This is an optimization exercise on Yosys and OpenROAD, whose aim is small area, a short achievable clock period and few clock cycles, not a production implementation. No functional check of the RTL was part of any run shown here. Power is estimated from default activity; no workload was simulated.

==> flow/design.v (outline; a module is shown in full before it is edited, if it fits) <==
// module alu_mc: 496 lines
// module alu_fa: 10 lines
// module alu_ha: 9 lines
// module alu_pfx64: 17 lines
// module alu_pfx64_l0: 135 lines
// module alu_pfx64_l1: 135 lines
// module alu_pfx64_l2: 135 lines
// module alu_pfx64_l3: 135 lines
// module alu_pfx64_l4: 135 lines
// module alu_pfx64_l5: 135 lines
module alu_mc #(
  parameter int WIDTH = 64
) (
  input  logic             clk,
  input  logic             rst_n,
  input  logic             in_valid,
  output logic             in_ready,
  input  logic [WIDTH-1:0] A,
  input  logic [WIDTH-1:0] B,
  input  logic [4:0]       FS,
  input  logic             C0,
  output logic             out_valid,
  input  logic             out_ready,
  output logic [WIDTH-1:0] F,
  output logic [3:0]       status,
  output logic             busy
);
  // ...
==> flow/flow/run.sh <==
#!/bin/bash
# Standard ORFS layout, except that the port buffers are plain buf_2 cells
# rather than the delay buffers buffer_ports picks by default.
set -euo pipefail
bash standard.sh "BUFFER_PORTS_ARGS=-buffer_cell sky130_fd_sc_hd__buf_2" finish > standard_flow.log 2>&1
==> flow/standard.sh <==
#!/bin/bash
# synth_recipe.tcl (not shown) runs the flow's synth.tcl, then flattens the netlist and writes it again
# the make line also repeats each setting of config.mk as NAME=value (left out here)
make -C /OpenROAD-flow-scripts/flow DESIGN_CONFIG=/design/flow/config.mk WORK_HOME=/design/flow/orfs CLKGATE_MAP_FILE= SYNTH_SCRIPT=/design/flow/synth_recipe.tcl "${@:-finish}"
==> flow/config.mk <==
export PLATFORM = sky130hd
export DESIGN_NAME = alu_mc
export DESIGN_NICKNAME = alu_mc
export VERILOG_FILES = /design/flow/design.v
export SDC_FILE = /design/flow/constraint.sdc
export NUM_CORES = 4
export LEC_CHECK = 0
export CAP_MARGIN = 20
export CORE_MARGIN = 2
export CORE_UTILIZATION = 40
export SETUP_SLACK_MARGIN = 3.0
export SLEW_MARGIN = 20
export SYNTH_HIERARCHICAL = 1
==> flow/constraint.sdc <==
create_clock -name core_clock -period 6.5 [get_ports {clk}]
set_input_delay 1.3000 -clock core_clock [delete_from_list [all_inputs] [get_ports {clk}]]
set_output_delay 1.3000 -clock core_clock [all_outputs]
set_load 0.01 [all_outputs]
==> impl_metrics.json, run 1 <==
{
  "post-cts-setup-buffers": 134,
  "power_mw": 9.47,
  "utilization_pct": 51.5,
  "rsz0062_at_grt": "yes",
  "routed.top_layer": "met5",
  "cts_hold_buf": 0,
  "r2r_end": "cw_reg[24]",
  "fmax_mhz": 236,
  "cts_tree": "done",
  "swShare_pct": 43.6,
  "top_power_group": "combinational logic",
  "grt.busiest_layer": "met2",
  "finalHoldViolCount": 0,
  "cp_max_fo": 5,
  "tapCellCount": 1165,
  "worst-path-stages": 17,
  "nNonClkBuffers": 548,
  "crit_arrival_ns": 4.58,
  "wl_met2_um": 79500,
  "tightestPinTransition_ns": 1.35,
  "syn_avg_cell_area_um2": 7.82,
  "dr.pass1.iters": 9,
  "startpoint": "FS[1]",
  "intPower_mw": 5.34,
  "ant_nets": 0,
  "via_per_inst": 6.46,
  "grt_start_max_net_pins": 102,
  "start_kind": "input port",
  "synthCells": 4540,
  "dp_cells": 5569,
  "grt_pass1_wl_um": 250000,
  "final_common_cell": "nand2_1",
  "cp_slowest_cell": "a222oi_1",
  "multi_input_area_share_pct": 63.7,
  "outcome": "finished clean",
  "fin_worst_skew_ns": 0.0261,
  "cts_root_buf": "clkbuf_16",
  "cts_buffers": 37,
  "fin_tns_setup_ns": 0,
  "nonClkBufAreaFrac_pct": 11.2,
  "p_comb_mw": 5.15
}
==> run 2, diff against run 1 <==
--- a/flow/design.v
+++ b/flow/design.v
@@ -535,273 +535,273 @@
   input  logic [63:0] p,
   output logic [63:0] go,
   output logic [63:0] po
 );
   assign go[0] = ~g[0];
   assign po[0] = 1'b0;
   assign go[1] = ~(g[1] | (p[1] & g[0]));
   assign po[1] = 1'b0;
-  assign go[2] = ~g[2];
-  assign po[2] = ~p[2];
+  assign go[2] = ~(g[2] | (p[2] & g[1]));
+  assign po[2] = ~(p[2] & p[1]);
   assign go[3] = ~(g[3] | (p[3] & g[2]));
   assign po[3] = ~(p[3] & p[2]);
-  assign go[4] = ~g[4];
-  assign po[4] = ~p[4];
+  assign go[4] = ~(g[4] | (p[4] & g[3]));
+  assign po[4] = ~(p[4] & p[3]);
   assign go[5] = ~(g[5] | (p[5] & g[4]));
   assign po[5] = ~(p[5] & p[4]);
-  assign go[6] = ~g[6];
-  assign po[6] = ~p[6];
+  assign go[6] = ~(g[6] | (p[6] & g[5]));
+  assign po[6] = ~(p[6] & p[5]);
   assign go[7] = ~(g[7] | (p[7] & g[6]));
   assign po[7] = ~(p[7] & p[6]);
-  assign go[8] = ~g[8];
-  assign po[8] = ~p[8];
+  assign go[8] = ~(g[8] | (p[8] & g[7]));
+  assign po[8] = ~(p[8] & p[7]);
   assign go[9] = ~(g[9] | (p[9] & g[8]));
   assign po[9] = ~(p[9] & p[8]);
-  assign go[10] = ~g[10];
-  assign po[10] = ~p[10];
+  assign go[10] = ~(g[10] | (p[10] & g[9]));
+  assign po[10] = ~(p[10] & p[9]);
   assign go[11] = ~(g[11] | (p[11] & g[10]));
   assign po[11] = ~(p[11] & p[10]);
-  assign go[12] = ~g[12];
-  assign po[12] = ~p[12];
+  assign go[12] = ~(g[12] | (p[12] & g[11]));
+  assign po[12] = ~(p[12] & p[11]);
   assign go[13] = ~(g[13] | (p[13] & g[12]));
   assign po[13] = ~(p[13] & p[12]);
-  assign go[14] = ~g[14];
-  assign po[14] = ~p[14];
+  assign go[14] = ~(g[14] | (p[14] & g[13]));
+  assign po[14] = ~(p[14] & p[13]);
   assign go[15] = ~(g[15] | (p[15] & g[14]));
   assign po[15] = ~(p[15] & p[14]);
-  assign go[16] = ~g[16];
-  assign po[16] = ~p[16];
+  assign go[16] = ~(g[16] | (p[16] & g[15]));
+  assign po[16] = ~(p[16] & p[15]);
   assign go[17] = ~(g[17] | (p[17] & g[16]));
   assign po[17] = ~(p[17] & p[16]);
-  assign go[18] = ~g[18];
-  assign po[18] = ~p[18];
+  assign go[18] = ~(g[18] | (p[18] & g[17]));
+  assign po[18] = ~(p[18] & p[17]);
   assign go[19] = ~(g[19] | (p[19] & g[18]));
   assign po[19] = ~(p[19] & p[18]);
-  assign go[20] = ~g[20];
-  assign po[20] = ~p[20];
+  assign go[20] = ~(g[20] | (p[20] & g[19]));
+  assign po[20] = ~(p[20] & p[19]);
   assign go[21] = ~(g[21] | (p[21] & g[20]));
   assign po[21] = ~(p[21] & p[20]);
-  assign go[22] = ~g[22];
-  assign po[22] = ~p[22];
+  assign go[22] = ~(g[22] | (p[22] & g[21]));
+  assign po[22] = ~(p[22] & p[21]);
   assign go[23] = ~(g[23] | (p[23] & g[22]));
   assign po[23] = ~(p[23] & p[22]);
-  assign go[24] = ~g[24];
-  assign po[24] = ~p[24];
+  assign go[24] = ~(g[24] | (p[24] & g[23]));
+  assign po[24] = ~(p[24] & p[23]);
   assign go[25] = ~(g[25] | (p[25] & g[24]));
   assign po[25] = ~(p[25] & p[24]);
-  assign go[26] = ~g[26];
-  assign po[26] = ~p[26];
+  assign go[26] = ~(g[26] | (p[26] & g[25]));
+  assign po[26] = ~(p[26] & p[25]);
   assign go[27] = ~(g[27] | (p[27] & g[26]));
   assign po[27] = ~(p[27] & p[26]);
-  assign go[28] = ~g[28];
-  assign po[28] = ~p[28];
+  assign go[28] = ~(g[28] | (p[28] & g[27]));
+  assign po[28] = ~(p[28] & p[27]);
   assign go[29] = ~(g[29] | (p[29] & g[28]));
   assign po[29] = ~(p[29] & p[28]);
-  assign go[30] = ~g[30];
-  assign po[30] = ~p[30];
+  assign go[30] = ~(g[30] | (p[30] & g[29]));
+  assign po[30] = ~(p[30] & p[29]);
   assign go[31] = ~(g[31] | (p[31] & g[30]));
   assign po[31] = ~(p[31] & p[30]);
-  assign go[32] = ~g[32];
-  assign po[32] = ~p[32];
+  assign go[32] = ~(g[32] | (p[32] & g[31]));
+  assign po[32] = ~(p[32] & p[31]);
   assign go[33] = ~(g[33] | (p[33] & g[32]));
   assign po[33] = ~(p[33] & p[32]);
-  assign go[34] = ~g[34];
-  assign po[34] = ~p[34];
+  assign go[34] = ~(g[34] | (p[34] & g[33]));
+  assign po[34] = ~(p[34] & p[33]);
   assign go[35] = ~(g[35] | (p[35] & g[34]));
   assign po[35] = ~(p[35] & p[34]);
-  assign go[36] = ~g[36];
-  assign po[36] = ~p[36];
+  assign go[36] = ~(g[36] | (p[36] & g[35]));
+  assign po[36] = ~(p[36] & p[35]);
   assign go[37] = ~(g[37] | (p[37] & g[36]));
   assign po[37] = ~(p[37] & p[36]);
-  assign go[38] = ~g[38];
-  assign po[38] = ~p[38];
+  assign go[38] = ~(g[38] | (p[38] & g[37]));
+  assign po[38] = ~(p[38] & p[37]);
   assign go[39] = ~(g[39] | (p[39] & g[38]));
   assign po[39] = ~(p[39] & p[38]);
-  assign go[40] = ~g[40];
-  assign po[40] = ~p[40];
+  assign go[40] = ~(g[40] | (p[40] & g[39]));
+  assign po[40] = ~(p[40] & p[39]);
   assign go[41] = ~(g[41] | (p[41] & g[40]));
   assign po[41] = ~(p[41] & p[40]);
-  assign go[42] = ~g[42];
-  assign po[42] = ~p[42];
+  assign go[42] = ~(g[42] | (p[42] & g[41]));
+  assign po[42] = ~(p[42] & p[41]);
   assign go[43] = ~(g[43] | (p[43] & g[42]));
   assign po[43] = ~(p[43] & p[42]);
-  assign go[44] = ~g[44];
-  assign po[44] = ~p[44];
+  assign go[44] = ~(g[44] | (p[44] & g[43]));
+  assign po[44] = ~(p[44] & p[43]);
   assign go[45] = ~(g[45] | (p[45] & g[44]));
   assign po[45] = ~(p[45] & p[44]);
-  assign go[46] = ~g[46];
-  assign po[46] = ~p[46];
+  assign go[46] = ~(g[46] | (p[46] & g[45]));
+  assign po[46] = ~(p[46] & p[45]);
   assign go[47] = ~(g[47] | (p[47] & g[46]));
   assign po[47] = ~(p[47] & p[46]);
-  assign go[48] = ~g[48];
-  assign po[48] = ~p[48];
+  assign go[48] = ~(g[48] | (p[48] & g[47]));
+  assign po[48] = ~(p[48] & p[47]);
   assign go[49] = ~(g[49] | (p[49] & g[48]));
   assign po[49] = ~(p[49] & p[48]);
-  assign go[50] = ~g[50];
-  assign po[50] = ~p[50];
+  assign go[50] = ~(g[50] | (p[50] & g[49]));
+  assign po[50] = ~(p[50] & p[49]);
   assign go[51] = ~(g[51] | (p[51] & g[50]));
   assign po[51] = ~(p[51] & p[50]);
-  assign go[52] = ~g[52];
-  assign po[52] = ~p[52];
+  assign go[52] = ~(g[52] | (p[52] & g[51]));
+  assign po[52] = ~(p[52] & p[51]);
   assign go[53] = ~(g[53] | (p[53] & g[52]));
   assign po[53] = ~(p[53] & p[52]);
-  assign go[54] = ~g[54];
-  assign po[54] = ~p[54];
+  assign go[54] = ~(g[54] | (p[54] & g[53]));
+  assign po[54] = ~(p[54] & p[53]);
   assign go[55] = ~(g[55] | (p[55] & g[54]));
   assign po[55] = ~(p[55] & p[54]);
-  assign go[56] = ~g[56];
-  assign po[56] = ~p[56];
+  assign go[56] = ~(g[56] | (p[56] & g[55]));
+  assign po[56] = ~(p[56] & p[55]);
   assign go[57] = ~(g[57] | (p[57] & g[56]));
   assign po[57] = ~(p[57] & p[56]);
-  assign go[58] = ~g[58];
-  assign po[58] = ~p[58];
+  assign go[58] = ~(g[58] | (p[58] & g[57]));
+  assign po[58] = ~(p[58] & p[57]);
   assign go[59] = ~(g[59] | (p[59] & g[58]));
   assign po[59] = ~(p[59] & p[58]);
-  assign go[60] = ~g[60];
-  assign po[60] = ~p[60];
+  assign go[60] = ~(g[60] | (p[60] & g[59]));
+  assign po[60] = ~(p[60] & p[59]);
   assign go[61] = ~(g[61] | (p[61] & g[60]));
   assign po[61] = ~(p[61] & p[60]);
-  assign go[62] = ~g[62];
-  assign po[62] = ~p[62];
+  assign go[62] = ~(g[62] | (p[62] & g[61]));
+  assign po[62] = ~(p[62] & p[61]);
   assign go[63] = ~(g[63] | (p[63] & g[62]));
   assign po[63] = ~(p[63] & p[62]);
 endmodule
 module alu_pfx64_l1 (
   input  logic [63:0] g,
   input  logic [63:0] p,
   output logic [63:0] go,
   output logic [63:0] po
 );
   assign go[0] = ~g[0];
   assign po[0] = 1'b0;
   assign go[1] = ~g[1];
   assign po[1] = 1'b0;
-  assign go[2] = ~(g[2] & (p[2] | g[1]));
+  assign go[2] = ~(g[2] & (p[2] | g[0]));
   assign po[2] = 1'b0;
   assign go[3] = ~(g[3] & (p[3] | g[1]));
   assign po[3] = 1'b0;
-  assign go[4] = ~g[4];
-  assign po[4] = ~p[4];
-  assign go[5] = ~g[5];
-  assign po[5] = ~p[5];
-  assign go[6] = ~(g[6] & (p[6] | g[5]));
-  assign po[6] = ~(p[6] | p[5]);
+  assign go[4] = ~(g[4] & (p[4] | g[2]));
+  assign po[4] = ~(p[4] | p[2]);
+  assign go[5] = ~(g[5] & (p[5] | g[3]));
+  assign po[5] = ~(p[5] | p[3]);
+  assign go[6] = ~(g[6] & (p[6] | g[4]));
+  assign po[6] = ~(p[6] | p[4]);
   assign go[7] = ~(g[7] & (p[7] | g[5]));
   assign po[7] = ~(p[7] | p[5]);
-  assign go[8] = ~g[8];
-  assign po[8] = ~p[8];
-  assign go[9] = ~g[9];
-  assign po[9] = ~p[9];
-  assign go[10] = ~(g[10] & (p[10] | g[9]));
-  assign po[10] = ~(p[10] | p[9]);
+  assign go[8] = ~(g[8] & (p[8] | g[6]));
+  assign po[8] = ~(p[8] | p[6]);
+  assign go[9] = ~(g[9] & (p[9] | g[7]));
+  assign po[9] = ~(p[9] | p[7]);
+  assign go[10] = ~(g[10] & (p[10] | g[8]));
+  assign po[10] = ~(p[10] | p[8]);
   assign go[11] = ~(g[11] & (p[11] | g[9]));
   assign po[11] = ~(p[11] | p[9]);
-  assign go[12] = ~g[12];
-  assign po[12] = ~p[12];
-  assign go[13] = ~g[13];
-  assign po[13] = ~p[13];
-  assign go[14] = ~(g[14] & (p[14] | g[13]));
-  assign po[14] = ~(p[14] | p[13]);
+  assign go[12] = ~(g[12] & (p[12] | g[10]));
+  assign po[12] = ~(p[12] | p[10]);
+  assign go[13] = ~(g[13] & (p[13] | g[11]));
+  assign po[13] = ~(p[13] | p[11]);
+  assign go[14] = ~(g[14] & (p[14] | g[12]));
+  assign po[14] = ~(p[14] | p[12]);
   assign go[15] = ~(g[15] & (p[15] | g[13]));
   assign po[15] = ~(p[15] | p[13]);
-  assign go[16] = ~g[16];
-  assign po[16] = ~p[16];
-  assign go[17] = ~g[17];
-  assign po[17] = ~p[17];
-  assign go[18] = ~(g[18] & (p[18] | g[17]));
-  assign po[18] = ~(p[18] | p[17]);
+  assign go[16] = ~(g[16] & (p[16] | g[14]));
+  assign po[16] = ~(p[16] | p[14]);
+  assign go[17] = ~(g[17] & (p[17] | g[15]));
+  assign po[17] = ~(p[17] | p[15]);
+  assign go[18] = ~(g[18] & (p[18] | g[16]));
+  assign po[18] = ~(p[18] | p[16]);
   assign go[19] = ~(g[19] & (p[19] | g[17]));
   assign po[19] = ~(p[19] | p[17]);
-  assign go[20] = ~g[20];
-  assign po[20] = ~p[20];
-  assign go[21] = ~g[21];
-  assign po[21] = ~p[21];
-  assign go[22] = ~(g[22] & (p[22] | g[21]));
-  assign po[22] = ~(p[22] | p[21]);
+  assign go[20] = ~(g[20] & (p[20] | g[18]));
+  assign po[20] = ~(p[20] | p[18]);
+  assign go[21] = ~(g[21] & (p[21] | g[19]));
+  assign po[21] = ~(p[21] | p[19]);
+  assign go[22] = ~(g[22] & (p[22] | g[20]));
+  assign po[22] = ~(p[22] | p[20]);
   assign go[23] = ~(g[23] & (p[23] | g[21]));
   assign po[23] = ~(p[23] | p[21]);
-  assign go[24] = ~g[24];
-  assign po[24] = ~p[24];
-  assign go[25] = ~g[25];
-  assign po[25] = ~p[25];
-  assign go[26] = ~(g[26] & (p[26] | g[25]));
-  assign po[26] = ~(p[26] | p[25]);
+  assign go[24] = ~(g[24] & (p[24] | g[22]));
+  assign po[24] = ~(p[24] | p[22]);
+  assign go[25] = ~(g[25] & (p[25] | g[23]));
+  assign po[25] = ~(p[25] | p[23]);
+  assign go[26] = ~(g[26] & (p[26] | g[24]));
+  assign po[26] = ~(p[26] | p[24]);
   assign go[27] = ~(g[27] & (p[27] | g[25]));
   assign po[27] = ~(p[27] | p[25]);
-  assign go[28] = ~g[28];
-  assign po[28] = ~p[28];
-  assign go[29] = ~g[29];
-  assign po[29] = ~p[29];
-  assign go[30] = ~(g[30] & (p[30] | g[29]));
-  assign po[30] = ~(p[30] | p[29]);
+  assign go[28] = ~(g[28] & (p[28] | g[26]));
+  assign po[28] = ~(p[28] | p[26]);
+  assign go[29] = ~(g[29] & (p[29] | g[27]));
+  assign po[29] = ~(p[29] | p[27]);
+  assign go[30] = ~(g[30] & (p[30] | g[28]));
+  assign po[30] = ~(p[30] | p[28]);
   assign go[31] = ~(g[31] & (p[31] | g[29]));
   assign po[31] = ~(p[31] | p[29]);
-  assign go[32] = ~g[32];
-  assign po[32] = ~p[32];
-  assign go[33] = ~g[33];
-  assign po[33] = ~p[33];
-  assign go[34] = ~(g[34] & (p[34] | g[33]));
-  assign po[34] = ~(p[34] | p[33]);
+  assign go[32] = ~(g[32] & (p[32] | g[30]));
+  assign po[32] = ~(p[32] | p[30]);
+  assign go[33] = ~(g[33] & (p[33] | g[31]));
+  assign po[33] = ~(p[33] | p[31]);
+  assign go[34] = ~(g[34] & (p[34] | g[32]));
+  assign po[34] = ~(p[34] | p[32]);
   assign go[35] = ~(g[35] & (p[35] | g[33]));
   assign po[35] = ~(p[35] | p[33]);
-  assign go[36] = ~g[36];
-  assign po[36] = ~p[36];
-  assign go[37] = ~g[37];
-  assign po[37] = ~p[37];
-  assign go[38] = ~(g[38] & (p[38] | g[37]));
-  assign po[38] = ~(p[38] | p[37]);
+  assign go[36] = ~(g[36] & (p[36] | g[34]));
+  assign po[36] = ~(p[36] | p[34]);
+  assign go[37] = ~(g[37] & (p[37] | g[35]));
+  assign po[37] = ~(p[37] | p[35]);
+  assign go[38] = ~(g[38] & (p[38] | g[36]));
+  assign po[38] = ~(p[38] | p[36]);
   assign go[39] = ~(g[39] & (p[39] | g[37]));
   assign po[39] = ~(p[39] | p[37]);
-  assign go[40] = ~g[40];
-  assign po[40] = ~p[40];
-  assign go[41] = ~g[41];
-  assign po[41] = ~p[41];
-  assign go[42] = ~(g[42] & (p[42] | g[41]));
-  assign po[42] = ~(p[42] | p[41]);
+  assign go[40] = ~(g[40] & (p[40] | g[38]));
+  assign po[40] = ~(p[40] | p[38]);
+  assign go[41] = ~(g[41] & (p[41] | g[39]));
+  assign po[41] = ~(p[41] | p[39]);
+  assign go[42] = ~(g[42] & (p[42] | g[40]));
+  assign po[42] = ~(p[42] | p[40]);
   assign go[43] = ~(g[43] & (p[43] | g[41]));
   assign po[43] = ~(p[43] | p[41]);
-  assign go[44] = ~g[44];
-  assign po[44] = ~p[44];
-  assign go[45] = ~g[45];
-  assign po[45] = ~p[45];
-  assign go[46] = ~(g[46] & (p[46] | g[45]));
-  assign po[46] = ~(p[46] | p[45]);
+  assign go[44] = ~(g[44] & (p[44] | g[42]));
+  assign po[44] = ~(p[44] | p[42]);
+  assign go[45] = ~(g[45] & (p[45] | g[43]));
+  assign po[45] = ~(p[45] | p[43]);
+  assign go[46] = ~(g[46] & (p[46] | g[44]));
+  assign po[46] = ~(p[46] | p[44]);
   assign go[47] = ~(g[47] & (p[47] | g[45]));
   assign po[47] = ~(p[47] | p[45]);
-  assign go[48] = ~g[48];
-  assign po[48] = ~p[48];
-  assign go[49] = ~g[49];
-  assign po[49] = ~p[49];
-  assign go[50] = ~(g[50] & (p[50] | g[49]));
-  assign po[50] = ~(p[50] | p[49]);
+  assign go[48] = ~(g[48] & (p[48] | g[46]));
+  assign po[48] = ~(p[48] | p[46]);
+  assign go[49] = ~(g[49] & (p[49] | g[47]));
+  assign po[49] = ~(p[49] | p[47]);
+  assign go[50] = ~(g[50] & (p[50] | g[48]));
+  assign po[50] = ~(p[50] | p[48]);
   assign go[51] = ~(g[51] & (p[51] | g[49]));
   assign po[51] = ~(p[51] | p[49]);
-  assign go[52] = ~g[52];
-  assign po[52] = ~p[52];
-  assign go[53] = ~g[53];
-  assign po[53] = ~p[53];
-  assign go[54] = ~(g[54] & (p[54] | g[53]));
-  assign po[54] = ~(p[54] | p[53]);
+  assign go[52] = ~(g[52] & (p[52] | g[50]));
+  assign po[52] = ~(p[52] | p[50]);
+  assign go[53] = ~(g[53] & (p[53] | g[51]));
+  assign po[53] = ~(p[53] | p[51]);
+  assign go[54] = ~(g[54] & (p[54] | g[52]));
+  assign po[54] = ~(p[54] | p[52]);
   assign go[55] = ~(g[55] & (p[55] | g[53]));
   assign po[55] = ~(p[55] | p[53]);
-  assign go[56] = ~g[56];
-  assign po[56] = ~p[56];
-  assign go[57] = ~g[57];
-  assign po[57] = ~p[57];
-  assign go[58] = ~(g[58] & (p[58] | g[57]));
-  assign po[58] = ~(p[58] | p[57]);
+  assign go[56] = ~(g[56] & (p[56] | g[54]));
+  assign po[56] = ~(p[56] | p[54]);
+  assign go[57] = ~(g[57] & (p[57] | g[55]));
+  assign po[57] = ~(p[57] | p[55]);
+  assign go[58] = ~(g[58] & (p[58] | g[56]));
+  assign po[58] = ~(p[58] | p[56]);
   assign go[59] = ~(g[59] & (p[59] | g[57]));
   assign po[59] = ~(p[59] | p[57]);
-  assign go[60] = ~g[60];
-  assign po[60] = ~p[60];
-  assign go[61] = ~g[61];
-  assign po[61] = ~p[61];
-  assign go[62] = ~(g[62] & (p[62] | g[61]));
-  assign po[62] = ~(p[62] | p[61]);
+  assign go[60] = ~(g[60] & (p[60] | g[58]));
+  assign po[60] = ~(p[60] | p[58]);
+  assign go[61] = ~(g[61] & (p[61] | g[59]));
+  assign po[61] = ~(p[61] | p[59]);
+  assign go[62] = ~(g[62] & (p[62] | g[60]));
+  assign po[62] = ~(p[62] | p[60]);
   assign go[63] = ~(g[63] & (p[63] | g[61]));
   assign po[63] = ~(p[63] | p[61]);
 endmodule
 module alu_pfx64_l2 (
   input  logic [63:0] g,
   input  logic [63:0] p,
   output logic [63:0] go,
   output logic [63:0] po
@@ -809,134 +809,134 @@
   assign go[0] = ~g[0];
   assign po[0] = 1'b0;
   assign go[1] = ~g[1];
   assign po[1] = 1'b0;
   assign go[2] = ~g[2];
   assign po[2] = 1'b0;
   assign go[3] = ~g[3];
   assign po[3] = 1'b0;
-  assign go[4] = ~(g[4] | (p[4] & g[3]));
+  assign go[4] = ~(g[4] | (p[4] & g[0]));
   assign po[4] = 1'b0;
-  assign go[5] = ~(g[5] | (p[5] & g[3]));
+  assign go[5] = ~(g[5] | (p[5] & g[1]));
   assign po[5] = 1'b0;
-  assign go[6] = ~(g[6] | (p[6] & g[3]));
+  assign go[6] = ~(g[6] | (p[6] & g[2]));
   assign po[6] = 1'b0;
   assign go[7] = ~(g[7] | (p[7] & g[3]));
   assign po[7] = 1'b0;
-  assign go[8] = ~g[8];
-  assign po[8] = ~p[8];
-  assign go[9] = ~g[9];
-  assign po[9] = ~p[9];
-  assign go[10] = ~g[10];
-  assign po[10] = ~p[10];
-  assign go[11] = ~g[11];
-  assign po[11] = ~p[11];
-  assign go[12] = ~(g[12] | (p[12] & g[11]));
-  assign po[12] = ~(p[12] & p[11]);
-  assign go[13] = ~(g[13] | (p[13] & g[11]));
-  assign po[13] = ~(p[13] & p[11]);
-  assign go[14] = ~(g[14] | (p[14] & g[11]));
-  assign po[14] = ~(p[14] & p[11]);
+  assign go[8] = ~(g[8] | (p[8] & g[4]));
+  assign po[8] = ~(p[8] & p[4]);
+  assign go[9] = ~(g[9] | (p[9] & g[5]));
+  assign po[9] = ~(p[9] & p[5]);
+  assign go[10] = ~(g[10] | (p[10] & g[6]));
+  assign po[10] = ~(p[10] & p[6]);
+  assign go[11] = ~(g[11] | (p[11] & g[7]));
+  assign po[11] = ~(p[11] & p[7]);
+  assign go[12] = ~(g[12] | (p[12] & g[8]));
+  assign po[12] = ~(p[12] & p[8]);
+  assign go[13] = ~(g[13] | (p[13] & g[9]));
+  assign po[13] = ~(p[13] & p[9]);
+  assign go[14] = ~(g[14] | (p[14] & g[10]));
+  assign po[14] = ~(p[14] & p[10]);
   assign go[15] = ~(g[15] | (p[15] & g[11]));
   assign po[15] = ~(p[15] & p[11]);
-  assign go[16] = ~g[16];
-  assign po[16] = ~p[16];
-  assign go[17] = ~g[17];
-  assign po[17] = ~p[17];
-  assign go[18] = ~g[18];
-  assign po[18] = ~p[18];
-  assign go[19] = ~g[19];
-  assign po[19] = ~p[19];
-  assign go[20] = ~(g[20] | (p[20] & g[19]));
-  assign po[20] = ~(p[20] & p[19]);
-  assign go[21] = ~(g[21] | (p[21] & g[19]));
-  assign po[21] = ~(p[21] & p[19]);
-  assign go[22] = ~(g[22] | (p[22] & g[19]));
-  assign po[22] = ~(p[22] & p[19]);
+  assign go[16] = ~(g[16] | (p[16] & g[12]));
+  assign po[16] = ~(p[16] & p[12]);
+  assign go[17] = ~(g[17] | (p[17] & g[13]));
+  assign po[17] = ~(p[17] & p[13]);
+  assign go[18] = ~(g[18] | (p[18] & g[14]));
+  assign po[18] = ~(p[18] & p[14]);
+  assign go[19] = ~(g[19] | (p[19] & g[15]));
+  assign po[19] = ~(p[19] & p[15]);
+  assign go[20] = ~(g[20] | (p[20] & g[16]));
+  assign po[20] = ~(p[20] & p[16]);
+  assign go[21] = ~(g[21] | (p[21] & g[17]));
+  assign po[21] = ~(p[21] & p[17]);
+  assign go[22] = ~(g[22] | (p[22] & g[18]));
+  assign po[22] = ~(p[22] & p[18]);
   assign go[23] = ~(g[23] | (p[23] & g[19]));
   assign po[23] = ~(p[23] & p[19]);
-  assign go[24] = ~g[24];
-  assign po[24] = ~p[24];
-  assign go[25] = ~g[25];
-  assign po[25] = ~p[25];
-  assign go[26] = ~g[26];
-  assign po[26] = ~p[26];
-  assign go[27] = ~g[27];
-  assign po[27] = ~p[27];
-  assign go[28] = ~(g[28] | (p[28] & g[27]));
-  assign po[28] = ~(p[28] & p[27]);
-  assign go[29] = ~(g[29] | (p[29] & g[27]));
-  assign po[29] = ~(p[29] & p[27]);
-  assign go[30] = ~(g[30] | (p[30] & g[27]));
-  assign po[30] = ~(p[30] & p[27]);
+  assign go[24] = ~(g[24] | (p[24] & g[20]));
+  assign po[24] = ~(p[24] & p[20]);
+  assign go[25] = ~(g[25] | (p[25] & g[21]));
+  assign po[25] = ~(p[25] & p[21]);
+  assign go[26] = ~(g[26] | (p[26] & g[22]));
+  assign po[26] = ~(p[26] & p[22]);
+  assign go[27] = ~(g[27] | (p[27] & g[23]));
+  assign po[27] = ~(p[27] & p[23]);
+  assign go[28] = ~(g[28] | (p[28] & g[24]));
+  assign po[28] = ~(p[28] & p[24]);
+  assign go[29] = ~(g[29] | (p[29] & g[25]));
+  assign po[29] = ~(p[29] & p[25]);
+  assign go[30] = ~(g[30] | (p[30] & g[26]));
+  assign po[30] = ~(p[30] & p[26]);
   assign go[31] = ~(g[31] | (p[31] & g[27]));
   assign po[31] = ~(p[31] & p[27]);
-  assign go[32] = ~g[32];
-  assign po[32] = ~p[32];
-  assign go[33] = ~g[33];
-  assign po[33] = ~p[33];
-  assign go[34] = ~g[34];
-  assign po[34] = ~p[34];
-  assign go[35] = ~g[35];
-  assign po[35] = ~p[35];
-  assign go[36] = ~(g[36] | (p[36] & g[35]));
-  assign po[36] = ~(p[36] & p[35]);
-  assign go[37] = ~(g[37] | (p[37] & g[35]));
-  assign po[37] = ~(p[37] & p[35]);
-  assign go[38] = ~(g[38] | (p[38] & g[35]));
-  assign po[38] = ~(p[38] & p[35]);
+  assign go[32] = ~(g[32] | (p[32] & g[28]));
+  assign po[32] = ~(p[32] & p[28]);
+  assign go[33] = ~(g[33] | (p[33] & g[29]));
+  assign po[33] = ~(p[33] & p[29]);
+  assign go[34] = ~(g[34] | (p[34] & g[30]));
+  assign po[34] = ~(p[34] & p[30]);
+  assign go[35] = ~(g[35] | (p[35] & g[31]));
+  assign po[35] = ~(p[35] & p[31]);
+  assign go[36] = ~(g[36] | (p[36] & g[32]));
+  assign po[36] = ~(p[36] & p[32]);
+  assign go[37] = ~(g[37] | (p[37] & g[33]));
+  assign po[37] = ~(p[37] & p[33]);
+  assign go[38] = ~(g[38] | (p[38] & g[34]));
+  assign po[38] = ~(p[38] & p[34]);
   assign go[39] = ~(g[39] | (p[39] & g[35]));
   assign po[39] = ~(p[39] & p[35]);
-  assign go[40] = ~g[40];
-  assign po[40] = ~p[40];
-  assign go[41] = ~g[41];
-  assign po[41] = ~p[41];
-  assign go[42] = ~g[42];
-  assign po[42] = ~p[42];
-  assign go[43] = ~g[43];
-  assign po[43] = ~p[43];
-  assign go[44] = ~(g[44] | (p[44] & g[43]));
-  assign po[44] = ~(p[44] & p[43]);
-  assign go[45] = ~(g[45] | (p[45] & g[43]));
-  assign po[45] = ~(p[45] & p[43]);
-  assign go[46] = ~(g[46] | (p[46] & g[43]));
-  assign po[46] = ~(p[46] & p[43]);
+  assign go[40] = ~(g[40] | (p[40] & g[36]));
+  assign po[40] = ~(p[40] & p[36]);
+  assign go[41] = ~(g[41] | (p[41] & g[37]));
+  assign po[41] = ~(p[41] & p[37]);
+  assign go[42] = ~(g[42] | (p[42] & g[38]));
+  assign po[42] = ~(p[42] & p[38]);
+  assign go[43] = ~(g[43] | (p[43] & g[39]));
+  assign po[43] = ~(p[43] & p[39]);
+  assign go[44] = ~(g[44] | (p[44] & g[40]));
+  assign po[44] = ~(p[44] & p[40]);
+  assign go[45] = ~(g[45] | (p[45] & g[41]));
+  assign po[45] = ~(p[45] & p[41]);
+  assign go[46] = ~(g[46] | (p[46] & g[42]));
+  assign po[46] = ~(p[46] & p[42]);
   assign go[47] = ~(g[47] | (p[47] & g[43]));
   assign po[47] = ~(p[47] & p[43]);
-  assign go[48] = ~g[48];
-  assign po[48] = ~p[48];
-  assign go[49] = ~g[49];
-  assign po[49] = ~p[49];
-  assign go[50] = ~g[50];
-  assign po[50] = ~p[50];
-  assign go[51] = ~g[51];
-  assign po[51] = ~p[51];
-  assign go[52] = ~(g[52] | (p[52] & g[51]));
-  assign po[52] = ~(p[52] & p[51]);
-  assign go[53] = ~(g[53] | (p[53] & g[51]));
-  assign po[53] = ~(p[53] & p[51]);
-  assign go[54] = ~(g[54] | (p[54] & g[51]));
-  assign po[54] = ~(p[54] & p[51]);
+  assign go[48] = ~(g[48] | (p[48] & g[44]));
+  assign po[48] = ~(p[48] & p[44]);
+  assign go[49] = ~(g[49] | (p[49] & g[45]));
+  assign po[49] = ~(p[49] & p[45]);
+  assign go[50] = ~(g[50] | (p[50] & g[46]));
+  assign po[50] = ~(p[50] & p[46]);
+  assign go[51] = ~(g[51] | (p[51] & g[47]));
+  assign po[51] = ~(p[51] & p[47]);
+  assign go[52] = ~(g[52] | (p[52] & g[48]));
+  assign po[52] = ~(p[52] & p[48]);
+  assign go[53] = ~(g[53] | (p[53] & g[49]));
+  assign po[53] = ~(p[53] & p[49]);
+  assign go[54] = ~(g[54] | (p[54] & g[50]));
+  assign po[54] = ~(p[54] & p[50]);
   assign go[55] = ~(g[55] | (p[55] & g[51]));
   assign po[55] = ~(p[55] & p[51]);
-  assign go[56] = ~g[56];
-  assign po[56] = ~p[56];
-  assign go[57] = ~g[57];
-  assign po[57] = ~p[57];
-  assign go[58] = ~g[58];
-  assign po[58] = ~p[58];
-  assign go[59] = ~g[59];
-  assign po[59] = ~p[59];
-  assign go[60] = ~(g[60] | (p[60] & g[59]));
-  assign po[60] = ~(p[60] & p[59]);
-  assign go[61] = ~(g[61] | (p[61] & g[59]));
-  assign po[61] = ~(p[61] & p[59]);
-  assign go[62] = ~(g[62] | (p[62] & g[59]));
-  assign po[62] = ~(p[62] & p[59]);
+  assign go[56] = ~(g[56] | (p[56] & g[52]));
+  assign po[56] = ~(p[56] & p[52]);
+  assign go[57] = ~(g[57] | (p[57] & g[53]));
+  assign po[57] = ~(p[57] & p[53]);
+  assign go[58] = ~(g[58] | (p[58] & g[54]));
+  assign po[58] = ~(p[58] & p[54]);
+  assign go[59] = ~(g[59] | (p[59] & g[55]));
+  assign po[59] = ~(p[59] & p[55]);
+  assign go[60] = ~(g[60] | (p[60] & g[56]));
+  assign po[60] = ~(p[60] & p[56]);
+  assign go[61] = ~(g[61] | (p[61] & g[57]));
+  assign po[61] = ~(p[61] & p[57]);
+  assign go[62] = ~(g[62] | (p[62] & g[58]));
+  assign po[62] = ~(p[62] & p[58]);
   assign go[63] = ~(g[63] | (p[63] & g[59]));
   assign po[63] = ~(p[63] & p[59]);
 endmodule
 module alu_pfx64_l3 (
   input  logic [63:0] g,
   input  logic [63:0] p,
   output logic [63:0] go,
   output logic [63:0] po
@@ -952,126 +952,126 @@
   assign go[4] = ~g[4];
   assign po[4] = 1'b0;
   assign go[5] = ~g[5];
   assign po[5] = 1'b0;
   assign go[6] = ~g[6];
   assign po[6] = 1'b0;
   assign go[7] = ~g[7];
   assign po[7] = 1'b0;
-  assign go[8] = ~(g[8] & (p[8] | g[7]));
+  assign go[8] = ~(g[8] & (p[8] | g[0]));
   assign po[8] = 1'b0;
-  assign go[9] = ~(g[9] & (p[9] | g[7]));
+  assign go[9] = ~(g[9] & (p[9] | g[1]));
   assign po[9] = 1'b0;
-  assign go[10] = ~(g[10] & (p[10] | g[7]));
+  assign go[10] = ~(g[10] & (p[10] | g[2]));
   assign po[10] = 1'b0;
-  assign go[11] = ~(g[11] & (p[11] | g[7]));
+  assign go[11] = ~(g[11] & (p[11] | g[3]));
   assign po[11] = 1'b0;
-  assign go[12] = ~(g[12] & (p[12] | g[7]));
+  assign go[12] = ~(g[12] & (p[12] | g[4]));
   assign po[12] = 1'b0;
-  assign go[13] = ~(g[13] & (p[13] | g[7]));
+  assign go[13] = ~(g[13] & (p[13] | g[5]));
   assign po[13] = 1'b0;
-  assign go[14] = ~(g[14] & (p[14] | g[7]));
+  assign go[14] = ~(g[14] & (p[14] | g[6]));
   assign po[14] = 1'b0;
   assign go[15] = ~(g[15] & (p[15] | g[7]));
   assign po[15] = 1'b0;
-  assign go[16] = ~g[16];
-  assign po[16] = ~p[16];
-  assign go[17] = ~g[17];
-  assign po[17] = ~p[17];
-  assign go[18] = ~g[18];
-  assign po[18] = ~p[18];
-  assign go[19] = ~g[19];
-  assign po[19] = ~p[19];
-  assign go[20] = ~g[20];
-  assign po[20] = ~p[20];
-  assign go[21] = ~g[21];
-  assign po[21] = ~p[21];
-  assign go[22] = ~g[22];
-  assign po[22] = ~p[22];
-  assign go[23] = ~g[23];
-  assign po[23] = ~p[23];
-  assign go[24] = ~(g[24] & (p[24] | g[23]));
-  assign po[24] = ~(p[24] | p[23]);
-  assign go[25] = ~(g[25] & (p[25] | g[23]));
-  assign po[25] = ~(p[25] | p[23]);
-  assign go[26] = ~(g[26] & (p[26] | g[23]));
-  assign po[26] = ~(p[26] | p[23]);
-  assign go[27] = ~(g[27] & (p[27] | g[23]));
-  assign po[27] = ~(p[27] | p[23]);
-  assign go[28] = ~(g[28] & (p[28] | g[23]));
-  assign po[28] = ~(p[28] | p[23]);
-  assign go[29] = ~(g[29] & (p[29] | g[23]));
-  assign po[29] = ~(p[29] | p[23]);
-  assign go[30] = ~(g[30] & (p[30] | g[23]));
-  assign po[30] = ~(p[30] | p[23]);
+  assign go[16] = ~(g[16] & (p[16] | g[8]));
+  assign po[16] = ~(p[16] | p[8]);
+  assign go[17] = ~(g[17] & (p[17] | g[9]));
+  assign po[17] = ~(p[17] | p[9]);
+  assign go[18] = ~(g[18] & (p[18] | g[10]));
+  assign po[18] = ~(p[18] | p[10]);
+  assign go[19] = ~(g[19] & (p[19] | g[11]));
+  assign po[19] = ~(p[19] | p[11]);
+  assign go[20] = ~(g[20] & (p[20] | g[12]));
+  assign po[20] = ~(p[20] | p[12]);
+  assign go[21] = ~(g[21] & (p[21] | g[13]));
+  assign po[21] = ~(p[21] | p[13]);
+  assign go[22] = ~(g[22] & (p[22] | g[14]));
+  assign po[22] = ~(p[22] | p[14]);
+  assign go[23] = ~(g[23] & (p[23] | g[15]));
+  assign po[23] = ~(p[23] | p[15]);
+  assign go[24] = ~(g[24] & (p[24] | g[16]));
+  assign po[24] = ~(p[24] | p[16]);
+  assign go[25] = ~(g[25] & (p[25] | g[17]));
+  assign po[25] = ~(p[25] | p[17]);
+  assign go[26] = ~(g[26] & (p[26] | g[18]));
+  assign po[26] = ~(p[26] | p[18]);
+  assign go[27] = ~(g[27] & (p[27] | g[19]));
+  assign po[27] = ~(p[27] | p[19]);
+  assign go[28] = ~(g[28] & (p[28] | g[20]));
+  assign po[28] = ~(p[28] | p[20]);
+  assign go[29] = ~(g[29] & (p[29] | g[21]));
+  assign po[29] = ~(p[29] | p[21]);
+  assign go[30] = ~(g[30] & (p[30] | g[22]));
+  assign po[30] = ~(p[30] | p[22]);
   assign go[31] = ~(g[31] & (p[31] | g[23]));
   assign po[31] = ~(p[31] | p[23]);
-  assign go[32] = ~g[32];
-  assign po[32] = ~p[32];
-  assign go[33] = ~g[33];
-  assign po[33] = ~p[33];
-  assign go[34] = ~g[34];
-  assign po[34] = ~p[34];
-  assign go[35] = ~g[35];
-  assign po[35] = ~p[35];
-  assign go[36] = ~g[36];
-  assign po[36] = ~p[36];
-  assign go[37] = ~g[37];
-  assign po[37] = ~p[37];
-  assign go[38] = ~g[38];
-  assign po[38] = ~p[38];
-  assign go[39] = ~g[39];
-  assign po[39] = ~p[39];
-  assign go[40] = ~(g[40] & (p[40] | g[39]));
-  assign po[40] = ~(p[40] | p[39]);
-  assign go[41] = ~(g[41] & (p[41] | g[39]));
-  assign po[41] = ~(p[41] | p[39]);
-  assign go[42] = ~(g[42] & (p[42] | g[39]));
-  assign po[42] = ~(p[42] | p[39]);
-  assign go[43] = ~(g[43] & (p[43] | g[39]));
-  assign po[43] = ~(p[43] | p[39]);
-  assign go[44] = ~(g[44] & (p[44] | g[39]));
-  assign po[44] = ~(p[44] | p[39]);
-  assign go[45] = ~(g[45] & (p[45] | g[39]));
-  assign po[45] = ~(p[45] | p[39]);
-  assign go[46] = ~(g[46] & (p[46] | g[39]));
-  assign po[46] = ~(p[46] | p[39]);
+  assign go[32] = ~(g[32] & (p[32] | g[24]));
+  assign po[32] = ~(p[32] | p[24]);
+  assign go[33] = ~(g[33] & (p[33] | g[25]));
+  assign po[33] = ~(p[33] | p[25]);
+  assign go[34] = ~(g[34] & (p[34] | g[26]));
+  assign po[34] = ~(p[34] | p[26]);
+  assign go[35] = ~(g[35] & (p[35] | g[27]));
+  assign po[35] = ~(p[35] | p[27]);
+  assign go[36] = ~(g[36] & (p[36] | g[28]));
+  assign po[36] = ~(p[36] | p[28]);
+  assign go[37] = ~(g[37] & (p[37] | g[29]));
+  assign po[37] = ~(p[37] | p[29]);
+  assign go[38] = ~(g[38] & (p[38] | g[30]));
+  assign po[38] = ~(p[38] | p[30]);
+  assign go[39] = ~(g[39] & (p[39] | g[31]));
+  assign po[39] = ~(p[39] | p[31]);
+  assign go[40] = ~(g[40] & (p[40] | g[32]));
+  assign po[40] = ~(p[40] | p[32]);
+  assign go[41] = ~(g[41] & (p[41] | g[33]));
+  assign po[41] = ~(p[41] | p[33]);
+  assign go[42] = ~(g[42] & (p[42] | g[34]));
+  assign po[42] = ~(p[42] | p[34]);
+  assign go[43] = ~(g[43] & (p[43] | g[35]));
+  assign po[43] = ~(p[43] | p[35]);
+  assign go[44] = ~(g[44] & (p[44] | g[36]));
+  assign po[44] = ~(p[44] | p[36]);
+  assign go[45] = ~(g[45] & (p[45] | g[37]));
+  assign po[45] = ~(p[45] | p[37]);
+  assign go[46] = ~(g[46] & (p[46] | g[38]));
+  assign po[46] = ~(p[46] | p[38]);
   assign go[47] = ~(g[47] & (p[47] | g[39]));
   assign po[47] = ~(p[47] | p[39]);
-  assign go[48] = ~g[48];
-  assign po[48] = ~p[48];
-  assign go[49] = ~g[49];
-  assign po[49] = ~p[49];
-  assign go[50] = ~g[50];
-  assign po[50] = ~p[50];
-  assign go[51] = ~g[51];
-  assign po[51] = ~p[51];
-  assign go[52] = ~g[52];
-  assign po[52] = ~p[52];
-  assign go[53] = ~g[53];
-  assign po[53] = ~p[53];
-  assign go[54] = ~g[54];
-  assign po[54] = ~p[54];
-  assign go[55] = ~g[55];
-  assign po[55] = ~p[55];
-  assign go[56] = ~(g[56] & (p[56] | g[55]));
-  assign po[56] = ~(p[56] | p[55]);
-  assign go[57] = ~(g[57] & (p[57] | g[55]));
-  assign po[57] = ~(p[57] | p[55]);
-  assign go[58] = ~(g[58] & (p[58] | g[55]));
-  assign po[58] = ~(p[58] | p[55]);
-  assign go[59] = ~(g[59] & (p[59] | g[55]));
-  assign po[59] = ~(p[59] | p[55]);
-  assign go[60] = ~(g[60] & (p[60] | g[55]));
-  assign po[60] = ~(p[60] | p[55]);
-  assign go[61] = ~(g[61] & (p[61] | g[55]));
-  assign po[61] = ~(p[61] | p[55]);
-  assign go[62] = ~(g[62] & (p[62] | g[55]));
-  assign po[62] = ~(p[62] | p[55]);
+  assign go[48] = ~(g[48] & (p[48] | g[40]));
+  assign po[48] = ~(p[48] | p[40]);
+  assign go[49] = ~(g[49] & (p[49] | g[41]));
+  assign po[49] = ~(p[49] | p[41]);
+  assign go[50] = ~(g[50] & (p[50] | g[42]));
+  assign po[50] = ~(p[50] | p[42]);
+  assign go[51] = ~(g[51] & (p[51] | g[43]));
+  assign po[51] = ~(p[51] | p[43]);
+  assign go[52] = ~(g[52] & (p[52] | g[44]));
+  assign po[52] = ~(p[52] | p[44]);
+  assign go[53] = ~(g[53] & (p[53] | g[45]));
+  assign po[53] = ~(p[53] | p[45]);
+  assign go[54] = ~(g[54] & (p[54] | g[46]));
+  assign po[54] = ~(p[54] | p[46]);
+  assign go[55] = ~(g[55] & (p[55] | g[47]));
+  assign po[55] = ~(p[55] | p[47]);
+  assign go[56] = ~(g[56] & (p[56] | g[48]));
+  assign po[56] = ~(p[56] | p[48]);
+  assign go[57] = ~(g[57] & (p[57] | g[49]));
+  assign po[57] = ~(p[57] | p[49]);
+  assign go[58] = ~(g[58] & (p[58] | g[50]));
+  assign po[58] = ~(p[58] | p[50]);
+  assign go[59] = ~(g[59] & (p[59] | g[51]));
+  assign po[59] = ~(p[59] | p[51]);
+  assign go[60] = ~(g[60] & (p[60] | g[52]));
+  assign po[60] = ~(p[60] | p[52]);
+  assign go[61] = ~(g[61] & (p[61] | g[53]));
+  assign po[61] = ~(p[61] | p[53]);
+  assign go[62] = ~(g[62] & (p[62] | g[54]));
+  assign po[62] = ~(p[62] | p[54]);
   assign go[63] = ~(g[63] & (p[63] | g[55]));
   assign po[63] = ~(p[63] | p[55]);
 endmodule
 module alu_pfx64_l4 (
   input  logic [63:0] g,
   input  logic [63:0] p,
   output logic [63:0] go,
   output logic [63:0] po
@@ -1103,110 +1103,110 @@
   assign go[12] = ~g[12];
   assign po[12] = 1'b0;
   assign go[13] = ~g[13];
   assign po[13] = 1'b0;
   assign go[14] = ~g[14];
   assign po[14] = 1'b0;
   assign go[15] = ~g[15];
   assign po[15] = 1'b0;
-  assign go[16] = ~(g[16] | (p[16] & g[15]));
+  assign go[16] = ~(g[16] | (p[16] & g[0]));
   assign po[16] = 1'b0;
-  assign go[17] = ~(g[17] | (p[17] & g[15]));
+  assign go[17] = ~(g[17] | (p[17] & g[1]));
   assign po[17] = 1'b0;
-  assign go[18] = ~(g[18] | (p[18] & g[15]));
+  assign go[18] = ~(g[18] | (p[18] & g[2]));
   assign po[18] = 1'b0;
-  assign go[19] = ~(g[19] | (p[19] & g[15]));
+  assign go[19] = ~(g[19] | (p[19] & g[3]));
   assign po[19] = 1'b0;
-  assign go[20] = ~(g[20] | (p[20] & g[15]));
+  assign go[20] = ~(g[20] | (p[20] & g[4]));
   assign po[20] = 1'b0;
-  assign go[21] = ~(g[21] | (p[21] & g[15]));
+  assign go[21] = ~(g[21] | (p[21] & g[5]));
   assign po[21] = 1'b0;
-  assign go[22] = ~(g[22] | (p[22] & g[15]));
+  assign go[22] = ~(g[22] | (p[22] & g[6]));
   assign po[22] = 1'b0;
-  assign go[23] = ~(g[23] | (p[23] & g[15]));
+  assign go[23] = ~(g[23] | (p[23] & g[7]));
   assign po[23] = 1'b0;
-  assign go[24] = ~(g[24] | (p[24] & g[15]));
+  assign go[24] = ~(g[24] | (p[24] & g[8]));
   assign po[24] = 1'b0;
-  assign go[25] = ~(g[25] | (p[25] & g[15]));
+  assign go[25] = ~(g[25] | (p[25] & g[9]));
   assign po[25] = 1'b0;
-  assign go[26] = ~(g[26] | (p[26] & g[15]));
+  assign go[26] = ~(g[26] | (p[26] & g[10]));
   assign po[26] = 1'b0;
-  assign go[27] = ~(g[27] | (p[27] & g[15]));
+  assign go[27] = ~(g[27] | (p[27] & g[11]));
   assign po[27] = 1'b0;
-  assign go[28] = ~(g[28] | (p[28] & g[15]));
+  assign go[28] = ~(g[28] | (p[28] & g[12]));
   assign po[28] = 1'b0;
-  assign go[29] = ~(g[29] | (p[29] & g[15]));
+  assign go[29] = ~(g[29] | (p[29] & g[13]));
   assign po[29] = 1'b0;
-  assign go[30] = ~(g[30] | (p[30] & g[15]));
+  assign go[30] = ~(g[30] | (p[30] & g[14]));
   assign po[30] = 1'b0;
   assign go[31] = ~(g[31] | (p[31] & g[15]));
   assign po[31] = 1'b0;
-  assign go[32] = ~g[32];
-  assign po[32] = ~p[32];
-  assign go[33] = ~g[33];
-  assign po[33] = ~p[33];
-  assign go[34] = ~g[34];
-  assign po[34] = ~p[34];
-  assign go[35] = ~g[35];
-  assign po[35] = ~p[35];
-  assign go[36] = ~g[36];
-  assign po[36] = ~p[36];
-  assign go[37] = ~g[37];
-  assign po[37] = ~p[37];
-  assign go[38] = ~g[38];
-  assign po[38] = ~p[38];
-  assign go[39] = ~g[39];
-  assign po[39] = ~p[39];
-  assign go[40] = ~g[40];
-  assign po[40] = ~p[40];
-  assign go[41] = ~g[41];
-  assign po[41] = ~p[41];
-  assign go[42] = ~g[42];
-  assign po[42] = ~p[42];
-  assign go[43] = ~g[43];
-  assign po[43] = ~p[43];
-  assign go[44] = ~g[44];
-  assign po[44] = ~p[44];
-  assign go[45] = ~g[45];
-  assign po[45] = ~p[45];
-  assign go[46] = ~g[46];
-  assign po[46] = ~p[46];
-  assign go[47] = ~g[47];
-  assign po[47] = ~p[47];
-  assign go[48] = ~(g[48] | (p[48] & g[47]));
-  assign po[48] = ~(p[48] & p[47]);
-  assign go[49] = ~(g[49] | (p[49] & g[47]));
-  assign po[49] = ~(p[49] & p[47]);
-  assign go[50] = ~(g[50] | (p[50] & g[47]));
-  assign po[50] = ~(p[50] & p[47]);
-  assign go[51] = ~(g[51] | (p[51] & g[47]));
-  assign po[51] = ~(p[51] & p[47]);
-  assign go[52] = ~(g[52] | (p[52] & g[47]));
-  assign po[52] = ~(p[52] & p[47]);
-  assign go[53] = ~(g[53] | (p[53] & g[47]));
-  assign po[53] = ~(p[53] & p[47]);
-  assign go[54] = ~(g[54] | (p[54] & g[47]));
-  assign po[54] = ~(p[54] & p[47]);
-  assign go[55] = ~(g[55] | (p[55] & g[47]));
-  assign po[55] = ~(p[55] & p[47]);
-  assign go[56] = ~(g[56] | (p[56] & g[47]));
-  assign po[56] = ~(p[56] & p[47]);
-  assign go[57] = ~(g[57] | (p[57] & g[47]));
-  assign po[57] = ~(p[57] & p[47]);
-  assign go[58] = ~(g[58] | (p[58] & g[47]));
-  assign po[58] = ~(p[58] & p[47]);
-  assign go[59] = ~(g[59] | (p[59] & g[47]));
-  assign po[59] = ~(p[59] & p[47]);
-  assign go[60] = ~(g[60] | (p[60] & g[47]));
-  assign po[60] = ~(p[60] & p[47]);
-  assign go[61] = ~(g[61] | (p[61] & g[47]));
-  assign po[61] = ~(p[61] & p[47]);
-  assign go[62] = ~(g[62] | (p[62] & g[47]));
-  assign po[62] = ~(p[62] & p[47]);
+  assign go[32] = ~(g[32] | (p[32] & g[16]));
+  assign po[32] = ~(p[32] & p[16]);
+  assign go[33] = ~(g[33] | (p[33] & g[17]));
+  assign po[33] = ~(p[33] & p[17]);
+  assign go[34] = ~(g[34] | (p[34] & g[18]));
+  assign po[34] = ~(p[34] & p[18]);
+  assign go[35] = ~(g[35] | (p[35] & g[19]));
+  assign po[35] = ~(p[35] & p[19]);
+  assign go[36] = ~(g[36] | (p[36] & g[20]));
+  assign po[36] = ~(p[36] & p[20]);
+  assign go[37] = ~(g[37] | (p[37] & g[21]));
+  assign po[37] = ~(p[37] & p[21]);
+  assign go[38] = ~(g[38] | (p[38] & g[22]));
+  assign po[38] = ~(p[38] & p[22]);
+  assign go[39] = ~(g[39] | (p[39] & g[23]));
+  assign po[39] = ~(p[39] & p[23]);
+  assign go[40] = ~(g[40] | (p[40] & g[24]));
+  assign po[40] = ~(p[40] & p[24]);
+  assign go[41] = ~(g[41] | (p[41] & g[25]));
+  assign po[41] = ~(p[41] & p[25]);
+  assign go[42] = ~(g[42] | (p[42] & g[26]));
+  assign po[42] = ~(p[42] & p[26]);
+  assign go[43] = ~(g[43] | (p[43] & g[27]));
+  assign po[43] = ~(p[43] & p[27]);
+  assign go[44] = ~(g[44] | (p[44] & g[28]));
+  assign po[44] = ~(p[44] & p[28]);
+  assign go[45] = ~(g[45] | (p[45] & g[29]));
+  assign po[45] = ~(p[45] & p[29]);
+  assign go[46] = ~(g[46] | (p[46] & g[30]));
+  assign po[46] = ~(p[46] & p[30]);
+  assign go[47] = ~(g[47] | (p[47] & g[31]));
+  assign po[47] = ~(p[47] & p[31]);
+  assign go[48] = ~(g[48] | (p[48] & g[32]));
+  assign po[48] = ~(p[48] & p[32]);
+  assign go[49] = ~(g[49] | (p[49] & g[33]));
+  assign po[49] = ~(p[49] & p[33]);
+  assign go[50] = ~(g[50] | (p[50] & g[34]));
+  assign po[50] = ~(p[50] & p[34]);
+  assign go[51] = ~(g[51] | (p[51] & g[35]));
+  assign po[51] = ~(p[51] & p[35]);
+  assign go[52] = ~(g[52] | (p[52] & g[36]));
+  assign po[52] = ~(p[52] & p[36]);
+  assign go[53] = ~(g[53] | (p[53] & g[37]));
+  assign po[53] = ~(p[53] & p[37]);
+  assign go[54] = ~(g[54] | (p[54] & g[38]));
+  assign po[54] = ~(p[54] & p[38]);
+  assign go[55] = ~(g[55] | (p[55] & g[39]));
+  assign po[55] = ~(p[55] & p[39]);
+  assign go[56] = ~(g[56] | (p[56] & g[40]));
+  assign po[56] = ~(p[56] & p[40]);
+  assign go[57] = ~(g[57] | (p[57] & g[41]));
+  assign po[57] = ~(p[57] & p[41]);
+  assign go[58] = ~(g[58] | (p[58] & g[42]));
+  assign po[58] = ~(p[58] & p[42]);
+  assign go[59] = ~(g[59] | (p[59] & g[43]));
+  assign po[59] = ~(p[59] & p[43]);
+  assign go[60] = ~(g[60] | (p[60] & g[44]));
+  assign po[60] = ~(p[60] & p[44]);
+  assign go[61] = ~(g[61] | (p[61] & g[45]));
+  assign po[61] = ~(p[61] & p[45]);
+  assign go[62] = ~(g[62] | (p[62] & g[46]));
+  assign po[62] = ~(p[62] & p[46]);
   assign go[63] = ~(g[63] | (p[63] & g[47]));
   assign po[63] = ~(p[63] & p[47]);
 endmodule
 module alu_pfx64_l5 (
   input  logic [63:0] g,
   input  logic [63:0] p,
   output logic [63:0] go,
   output logic [63:0] po
@@ -1270,73 +1270,73 @@
   assign go[28] = ~g[28];
   assign po[28] = 1'b0;
   assign go[29] = ~g[29];
   assign po[29] = 1'b0;
   assign go[30] = ~g[30];
   assign po[30] = 1'b0;
   assign go[31] = ~g[31];
   assign po[31] = 1'b0;
-  assign go[32] = ~(g[32] & (p[32] | g[31]));
+  assign go[32] = ~(g[32] & (p[32] | g[0]));
   assign po[32] = 1'b0;
-  assign go[33] = ~(g[33] & (p[33] | g[31]));
+  assign go[33] = ~(g[33] & (p[33] | g[1]));
   assign po[33] = 1'b0;
-  assign go[34] = ~(g[34] & (p[34] | g[31]));
+  assign go[34] = ~(g[34] & (p[34] | g[2]));
   assign po[34] = 1'b0;
-  assign go[35] = ~(g[35] & (p[35] | g[31]));
+  assign go[35] = ~(g[35] & (p[35] | g[3]));
   assign po[35] = 1'b0;
-  assign go[36] = ~(g[36] & (p[36] | g[31]));
+  assign go[36] = ~(g[36] & (p[36] | g[4]));
   assign po[36] = 1'b0;
-  assign go[37] = ~(g[37] & (p[37] | g[31]));
+  assign go[37] = ~(g[37] & (p[37] | g[5]));
   assign po[37] = 1'b0;
-  assign go[38] = ~(g[38] & (p[38] | g[31]));
+  assign go[38] = ~(g[38] & (p[38] | g[6]));
   assign po[38] = 1'b0;
-  assign go[39] = ~(g[39] & (p[39] | g[31]));
+  assign go[39] = ~(g[39] & (p[39] | g[7]));
   assign po[39] = 1'b0;
-  assign go[40] = ~(g[40] & (p[40] | g[31]));
+  assign go[40] = ~(g[40] & (p[40] | g[8]));
   assign po[40] = 1'b0;
-  assign go[41] = ~(g[41] & (p[41] | g[31]));
+  assign go[41] = ~(g[41] & (p[41] | g[9]));
   assign po[41] = 1'b0;
-  assign go[42] = ~(g[42] & (p[42] | g[31]));
+  assign go[42] = ~(g[42] & (p[42] | g[10]));
   assign po[42] = 1'b0;
-  assign go[43] = ~(g[43] & (p[43] | g[31]));
+  assign go[43] = ~(g[43] & (p[43] | g[11]));
   assign po[43] = 1'b0;
-  assign go[44] = ~(g[44] & (p[44] | g[31]));
+  assign go[44] = ~(g[44] & (p[44] | g[12]));
   assign po[44] = 1'b0;
-  assign go[45] = ~(g[45] & (p[45] | g[31]));
+  assign go[45] = ~(g[45] & (p[45] | g[13]));
   assign po[45] = 1'b0;
-  assign go[46] = ~(g[46] & (p[46] | g[31]));
+  assign go[46] = ~(g[46] & (p[46] | g[14]));
   assign po[46] = 1'b0;
-  assign go[47] = ~(g[47] & (p[47] | g[31]));
+  assign go[47] = ~(g[47] & (p[47] | g[15]));
   assign po[47] = 1'b0;
-  assign go[48] = ~(g[48] & (p[48] | g[31]));
+  assign go[48] = ~(g[48] & (p[48] | g[16]));
   assign po[48] = 1'b0;
-  assign go[49] = ~(g[49] & (p[49] | g[31]));
+  assign go[49] = ~(g[49] & (p[49] | g[17]));
   assign po[49] = 1'b0;
-  assign go[50] = ~(g[50] & (p[50] | g[31]));
+  assign go[50] = ~(g[50] & (p[50] | g[18]));
   assign po[50] = 1'b0;
-  assign go[51] = ~(g[51] & (p[51] | g[31]));
+  assign go[51] = ~(g[51] & (p[51] | g[19]));
   assign po[51] = 1'b0;
-  assign go[52] = ~(g[52] & (p[52] | g[31]));
+  assign go[52] = ~(g[52] & (p[52] | g[20]));
   assign po[52] = 1'b0;
-  assign go[53] = ~(g[53] & (p[53] | g[31]));
+  assign go[53] = ~(g[53] & (p[53] | g[21]));
   assign po[53] = 1'b0;
-  assign go[54] = ~(g[54] & (p[54] | g[31]));
+  assign go[54] = ~(g[54] & (p[54] | g[22]));
   assign po[54] = 1'b0;
-  assign go[55] = ~(g[55] & (p[55] | g[31]));
+  assign go[55] = ~(g[55] & (p[55] | g[23]));
   assign po[55] = 1'b0;
-  assign go[56] = ~(g[56] & (p[56] | g[31]));
+  assign go[56] = ~(g[56] & (p[56] | g[24]));
   assign po[56] = 1'b0;
-  assign go[57] = ~(g[57] & (p[57] | g[31]));
+  assign go[57] = ~(g[57] & (p[57] | g[25]));
   assign po[57] = 1'b0;
-  assign go[58] = ~(g[58] & (p[58] | g[31]));
+  assign go[58] = ~(g[58] & (p[58] | g[26]));
   assign po[58] = 1'b0;
-  assign go[59] = ~(g[59] & (p[59] | g[31]));
+  assign go[59] = ~(g[59] & (p[59] | g[27]));
   assign po[59] = 1'b0;
-  assign go[60] = ~(g[60] & (p[60] | g[31]));
+  assign go[60] = ~(g[60] & (p[60] | g[28]));
   assign po[60] = 1'b0;
-  assign go[61] = ~(g[61] & (p[61] | g[31]));
+  assign go[61] = ~(g[61] & (p[61] | g[29]));
   assign po[61] = 1'b0;
-  assign go[62] = ~(g[62] & (p[62] | g[31]));
+  assign go[62] = ~(g[62] & (p[62] | g[30]));
   assign po[62] = 1'b0;
   assign go[63] = ~(g[63] & (p[63] | g[31]));
   assign po[63] = 1'b0;
 endmodule
==> run 2 against run 1 <==
Net effect:
- non-clock buffer count up 20
- power up 7.5%
- worst setup slack worse by 0.24 ns
- count of clock-buffer cells in the layout down 3
- largest power group unchanged
- largest cell class unchanged
- utilization up 2.1 points
- global-route usage up 2.8 points
- combinational power up 14%
- sequential power about the same
==> impl_metrics.json, run 2 <==
{
  "vdd_drop_max_v": 0.000225,
  "clkLatencyLatePin_ns": 0.63,
  "vias": 39449,
  "dieHeight_um": 302,
  "final_common_cell": "nand2_1",
  "r2r_setup_slack_ns": 2.95,
  "yosys_warnings": 14,
  "hp-start": "cnt_reg[0]",
  "leakage_nw": 18.5,
  "period_share_pct": 68.8,
  "wl_met3_um": 20500,
  "fin_ws_ns": 2.03,
  "h-tree-depth": 2,
  "cp_max_fo": 8,
  "grt_pass1_wl_um": 268000,
  "syn-cell-area_mm2": 0.0354,
  "gp_congestion": 1.08,
  "routed.top_layer": "met5",
  "utilization_pct": 53.6,
  "hold_end": "cnt_reg[0]",
  "wl_met2_um": 83400,
  "cap_violations": 0,
  "drive_gt1_share_pct": 33.8,
  "drt-wirelength-per-cell_um": 32.3,
  "cts.sinks": 267,
  "r2r-start": "busy_reg",
  "port_buffers": 208,
  "postLayoutCellArea_mm2": 0.0472,
  "syn_nets": 5055,
  "crit_arrival_ns": 4.84,
  "cts_tree": "done",
  "ioPinCount": 209,
  "layout.nets": 5234,
  "fin_tns_setup_ns": 0,
  "totalWireLength_um": 191000,
  "cts_buffers": 37,
  "grt_overflow": 0,
  "dieArea_mm2": 0.0910,
  "antenna_found_initial": 12,
  "endpoint_kind": "flop",
  "min_path_cells": 1,
  "grt_util_all_layers_pct": 40.2,
  "pre_cts_ws_ns": 0.830,
  "met1Wirelength_um": 70600,
  "area.growth.synth_to_final_pct": 33.3,
  "syn_avg_cell_area_um2": 7.82,
  "fin_worst_skew_ns": 0.0649,
  "cts_hold_buf": 0,
  "r2r_cells": 6,
  "path_class": "in2reg",
  "final_cells": 5910,
  "outcome": "finished clean",
  "tightestPinTransition_ns": 1.23,
  "fin_crit_ns": 4.47,
  "ant_nets": 0,
  "dr.pass1.iters": 8,
  "dpl_cell_area_mm2": 0.0388,
  "mostFrequentLayoutCells": "nand2_1, nor2_1, a21oi_1, buf_4, a221oi_1",
  "required_ns": 6.87,
  "fmax_mhz": 224,
  "route.detailed.drc": 0,
  "r2r_end": "r_reg[51]",
  "slew-limit-headroom_pct": 17.6,
  "start_kind": "input port",
  "cts_root_buf": "clkbuf_16",
  "power_density_mw_per_mm2": 215,
  "hpwl_um": 130000,
  "via_per_inst": 6.67,
  "num_rows": 109,
  "clk_path_buf_depth": 3,
  "start_util_pct": 40.2,
  "synthCells": 4528,
  "final-setup-viol-count": 0,
  "core-area_mm2": 0.0881,
  "hp-class": "reg2reg",
  "grt_pass1_vias": 36971,
  "first_iter_violations": 5517,
  "die_w_um": 302,
  "finalHoldViolCount": 0,
  "grt_start_max_net_pins": 113,
  "clkTransAtPathRegs_ns": 0.07,
  "rsz0062_at_grt": "yes",
  "dp_cells": 5568,
  "drv_slew": 0
}
[run 2: final cells by class]
cell class              count  area [um^2]
diodes                      9         22.5
inverters                 256         1000
clock buffers              48         1050
clock inverters            20          279
repair buffers            568         4880
fillers                  8008        40900
well taps                1165         1460
flip-flops and latches    267         6650
multi-input cells        3577        31900
[run 2: repair_timing]
action	in CTS	in global routing
setup buffers	159	72
endpoints found under the hold margin	0	0
resized for setup	684	296
cloned	27	7
pin swaps	189	154
setup endpoints to repair	192	162
[run 2: how the worst max path moves through the flow]
| stage | slack (ns) | from | cells past startpoint | end |
|---|---|---|---|---|
| global route | 2.01 | FS[0] | 17 | r_reg[30] |
| finish | 2.03 | FS[0] | 18 | r_reg[48] |
| CTS | 2.06 | FS[1] | 17 | r_reg[46] |
| floorplan | 2.26 | B[0] | 17 | r_reg[30] |
| global placement | 0.68 | FS[1] | 17 | r_reg[48] |
| detailed placement | 0.83 | FS[1] | 17 | r_reg[48] |
[run 2: routing by layer]
layer  vias up  track usage, %
met1     19470            51.1
met2      2833            61.6
met5         -               0
met3       732            8.56
met4         8            26.5
li1      16406               -
[run 2: per-stage QoR]
step / power (mW) / hold WS [ns]
CTS: 9.59 / 0.470
finish: 10.2 / 0.472
detailed placement: 6.50 / 0.457
global placement: 6.51 / 0.452
global route: 10.5 / 0.520
floorplan: 4.89 / 0.430
[run 2: power breakdown]
part	switching (mW)	internal, mW
sequential	0.181	1.86
combinational	3.54	2.33
clock	0.968	1.29
[run 2: worst max-delay path, cell delays in order]
cell      delay [ns]
buf_16          0.12
buf_16          0.17
buf_8           0.15
xor2_4          0.19
fa_2            0.30
a21oi_4         0.08
buf_6           0.12
o21ai_4         0.22
a21oi_4         0.11
o21ai_2         0.20
inv_2           0.08
o21ai_4         0.14
nand2b_1        0.08
xnor2_1         0.13
a222oi_1        0.73
o21ai_1         0.27
a22o_1          0.26
a21o_1          0.15

-- afterwards: timing with drivers on the ports --
The flow's constraints put no driver on any port. The routed layouts listed below were extracted and timed again, unchanged, in two steps. Step 1 assumes that a clkbuf_16 drives the clock port and a buf_2 every other input. Step 2 also shifts input and output timing later by t, the mid clock arrival at the registers, as if the neighbouring blocks saw the same clock. Slacks: ideal / step 1 / step 2; pairs: ideal / step 1.
run | t, ns | setup WS [ns] | worst slew at a driven data input, ns
run 1 | 0.653 | 2.270 / 2.056 / 1.402 | 0.36
run 2 | 0.669 | 2.026 / 1.918 / 1.249 | 0.26
After both steps every run listed still meets setup and hold. For run 1, which loses most, drivers alone change the setup slack by -0.214 ns; drivers and shift together by -0.868 ns.
